What follows belongs to an exercise in optimizing a design on an open flow for small area, a short achievable clock period and few clock cycles per item; a production flow would make more cautious choices.
Function was checked by simulation only, so behaviour that the tests miss may differ from the original.

==> flow/design.v (excerpt) <==
module cordic_iter (
  input  logic        i_clk,
  input  logic        i_rst,
  input  logic        i_valid,
  output logic        o_ready,
  input  logic        i_mode,
  input  logic [23:0] i_x,
  input  logic [23:0] i_y,
  input  logic [23:0] i_theta,
  output logic        o_valid,
  input  logic        i_ready,
  output logic [23:0] o_a,
  output logic [23:0] o_b,
  output logic [23:0] o_z
);
==> flow/config.mk <==
export PLATFORM = sky130hd
export DESIGN_NAME = cordic_iter
export DESIGN_NICKNAME = cordic_iter
export VERILOG_FILES = /design/flow/design.v
export SDC_FILE = /design/flow/constraint.sdc
export NUM_CORES = 4
export LEC_CHECK = 0
export CAP_MARGIN = 20
export CORE_MARGIN = 2
export CORE_UTILIZATION = 55
export CTS_BUF_LIST = sky130_fd_sc_hd__clkbuf_4 sky130_fd_sc_hd__clkbuf_8
export PLACE_DENSITY = 0.68
export SLEW_MARGIN = 20
==> flow/constraint.sdc <==
create_clock -name core_clock -period 10.0 [get_ports {i_clk}]
set_input_delay 2.0000 -clock core_clock [delete_from_list [all_inputs] [get_ports {i_clk}]]
set_output_delay 2.0000 -clock core_clock [all_outputs]
set_load 0.01 [all_outputs]
standard.sh (not shown) runs the stock make flow with config.mk's settings and CLKGATE_MAP_FILE= SYNTH_SCRIPT=/design/flow/synth_recipe.tcl, a recipe that flattens the netlist after the stock synthesis.
==> flow/flow/run.sh <==
#!/bin/bash
# Standard layout, with repair_timing asked to leave more setup slack than the
# 10 ns clock needs, so the achieved period comes out shorter.
set -euo pipefail
export SETUP_SLACK_MARGIN=${MARGIN:-5.95}
bash standard.sh > standard_flow.log 2>&1
The first run went through all stages and came out clean.
Testbench counts at the start, summed over its fixed seeds: cycles 1,424, items 1,280.
Next try:
==> flow/flow/run.sh (replaced) <==
#!/bin/bash
# Standard layout, with repair_timing asked to leave more setup slack than the
# 10 ns clock needs, so the achieved period comes out shorter.
set -euo pipefail
export SETUP_SLACK_MARGIN=${MARGIN:-6.25}
bash standard.sh > standard_flow.log 2>&1
--- a/flow/config.mk
+++ b/flow/config.mk
@@ -8,6 +8,6 @@
 export CAP_MARGIN = 20
 export CORE_MARGIN = 2
-export CORE_UTILIZATION = 55
+export CORE_UTILIZATION = 50
 export CTS_BUF_LIST = sky130_fd_sc_hd__clkbuf_4 sky130_fd_sc_hd__clkbuf_8
-export PLACE_DENSITY = 0.68
+export PLACE_DENSITY = 0.65
 export SLEW_MARGIN = 20
The new run finished with timing, DRC and antenna clean.
Clock-buffer cell count rises by 18.
Fmax rises by 2.0%.
Next try:
==> flow/flow/run.sh (replaced) <==
#!/bin/bash
# Standard layout, with repair_timing asked to leave more setup slack than the
# 10 ns clock needs, so the achieved period comes out shorter.
set -euo pipefail
export SETUP_SLACK_MARGIN=${MARGIN:-6.4}
bash standard.sh > standard_flow.log 2>&1
--- a/flow/config.mk
+++ b/flow/config.mk
@@ -8,6 +8,6 @@
 export CAP_MARGIN = 20
 export CORE_MARGIN = 2
-export CORE_UTILIZATION = 50
+export CORE_UTILIZATION = 55
 export CTS_BUF_LIST = sky130_fd_sc_hd__clkbuf_4 sky130_fd_sc_hd__clkbuf_8
-export PLACE_DENSITY = 0.65
+export PLACE_DENSITY = 0.68
 export SLEW_MARGIN = 20
Effect: Synthesized area does not change. Wire length is higher by 0.37%. Via count increases by 1.0%. Global-route usage rose by 2.3 points. Final area is about the same. Setup slack improves by 0.12 ns.

--- another note on this design; it stands on its own ---

==> inputs of v27 <==
==> flow/design.v (excerpt) <==
module cordic_iter (
  input  logic        i_clk,
  input  logic        i_rst,
  input  logic        i_valid,
  output logic        o_ready,
  input  logic        i_mode,
  input  logic [23:0] i_x,
  input  logic [23:0] i_y,
  input  logic [23:0] i_theta,
  output logic        o_valid,
  input  logic        i_ready,
  output logic [23:0] o_a,
  output logic [23:0] o_b,
  output logic [23:0] o_z
);
clock: 10.0 ns
lec_check: 0
cap_margin: 20
core_margin: 2
core_utilization: 55
cts_buf_list: sky130_fd_sc_hd__clkbuf_4 sky130_fd_sc_hd__clkbuf_8
place_density: 0.68
slew_margin: 20
standard.sh (not shown) runs the stock make flow with config.mk's settings and CLKGATE_MAP_FILE= SYNTH_SCRIPT=/design/flow/synth_recipe.tcl, a recipe that flattens the netlist after the stock synthesis.
==> flow/flow/run.sh <==
#!/bin/bash
# Standard layout, with repair_timing asked to leave more setup slack than the
# 10 ns clock needs, so the achieved period comes out shorter.
set -euo pipefail
export SETUP_SLACK_MARGIN=${MARGIN:-5.8}
bash standard.sh > standard_flow.log 2>&1
==> v2 (differences from v27) <==
==> flow/flow/run.sh (replaced) <==
#!/bin/bash
# Standard layout, with repair_timing asked to leave more setup slack than the
# 10 ns clock needs, so the achieved period comes out shorter.
set -euo pipefail
export SETUP_SLACK_MARGIN=${MARGIN:-6.1}
bash standard.sh > standard_flow.log 2>&1
==> summary of the runs <==
In v2 the hold slack is higher than in v27, by 0.0045 ns. Against v2, the routed wire length of v27 is smaller by 2.3%. Against v27, the final area of v2 is larger by about 1.5%. Against v27, the sequential share of layout area of v2 is lower by 0.56 points. Sequential cell count is the same in v27 and v2. Of v2 and v27, v2 has the higher utilization (gap 0.93 points). Against v2, the worst setup slack of v27 is lower by 0.30 ns. In v2 the cell count is larger than in v27, by about 0.9%. In v27 the first-iteration DRC count is lower than in v2, by about 1.4%. In die area, v2 and v27 do not differ.
==> figures <==
| metric | v2 | v27 |
|---|---|---|
| Outcome | no timing/DRC/antenna violations | no timing/DRC/antenna violations |
| Number of fillers in the final layout | 12,300 | 12,400 |
| Antenna violations before repair | 5 | 4 |
| Post-route clock period utilization | 0.395 | 0.425 |
| Routed wire length on met2 | 96,000 microns | 93,600 microns |
| Pin slew with the least headroom to its limit | 1.06 ns | 1.08 ns |
| Normalized max-slew margin | 0.288 | 0.280 |
| Multi-input gate share of the layout cell area | 0.481 | 0.482 |
| Number of buffers and inverters on the critical path | 2 | 1 |
| Global-route wire length before repair | 308,000 microns | 304,000 microns |
| Required time worst endpoint | 10.70 ns | 10.62 ns |
| Plain + repair buffers | 437 | 346 |
| GR Layer Usage met2 | 0.420 | 0.414 |
| Design area | 96,200 sq um | 94,800 sq um |
| Cell Count, Final, Fillers Out | 10,300 | 10,200 |
| CP startpoint | x_15[12] | z_15[5] |
| Clock Network Area Fraction | 0.0438 | 0.0444 |
Testbench counts of v27, summed over its fixed seeds: cycles 1,424, items 1,280.
Testbench counts of v2, summed over its fixed seeds: cycles 1,424, items 1,280.

re-timing with driven ports:
The flow's constraints put no driver on any port. The routed layouts listed below were extracted and timed again, unchanged, in two steps. Step 1 (the two cells are an assumption about what drives the block):
set clk [get_ports {i_clk}]
set_driving_cell -lib_cell sky130_fd_sc_hd__clkbuf_16 $clk
set_driving_cell -lib_cell sky130_fd_sc_hd__buf_2 [delete_from_list [all_inputs] $clk]
Step 2 moves the port delays by t, midway between the first and last clock arrival at a register: inputs arrive t later, outputs are due t later. That takes back most of the time a late clock gives input paths. Slacks: ideal ports / drivers / drivers and shift; pairs: ideal ports / drivers.
run | t (ns) | setup slack, ns | latest minus earliest clock arrival (ns)
the first run of note 1 | 1.000 | 5.886 / 5.886 / 5.071 | 0.051 / 0.051
the second run of note 1 | 1.019 | 5.967 / 5.967 / 5.248 | 0.064 / 0.064
the third run of note 1 | 1.008 | 6.082 / 6.082 / 5.260 | 0.056 / 0.056
v27 | 1.003 | 5.751 / 5.751 / 4.896 | 0.051 / 0.051
v2 | 1.014 | 6.051 / 6.051 / 5.226 | 0.054 / 0.054
After both steps setup and hold are still met in every run listed. The setup slack of v27, which loses most, moves by 0.000 ns with the drivers and by -0.855 ns with both steps.
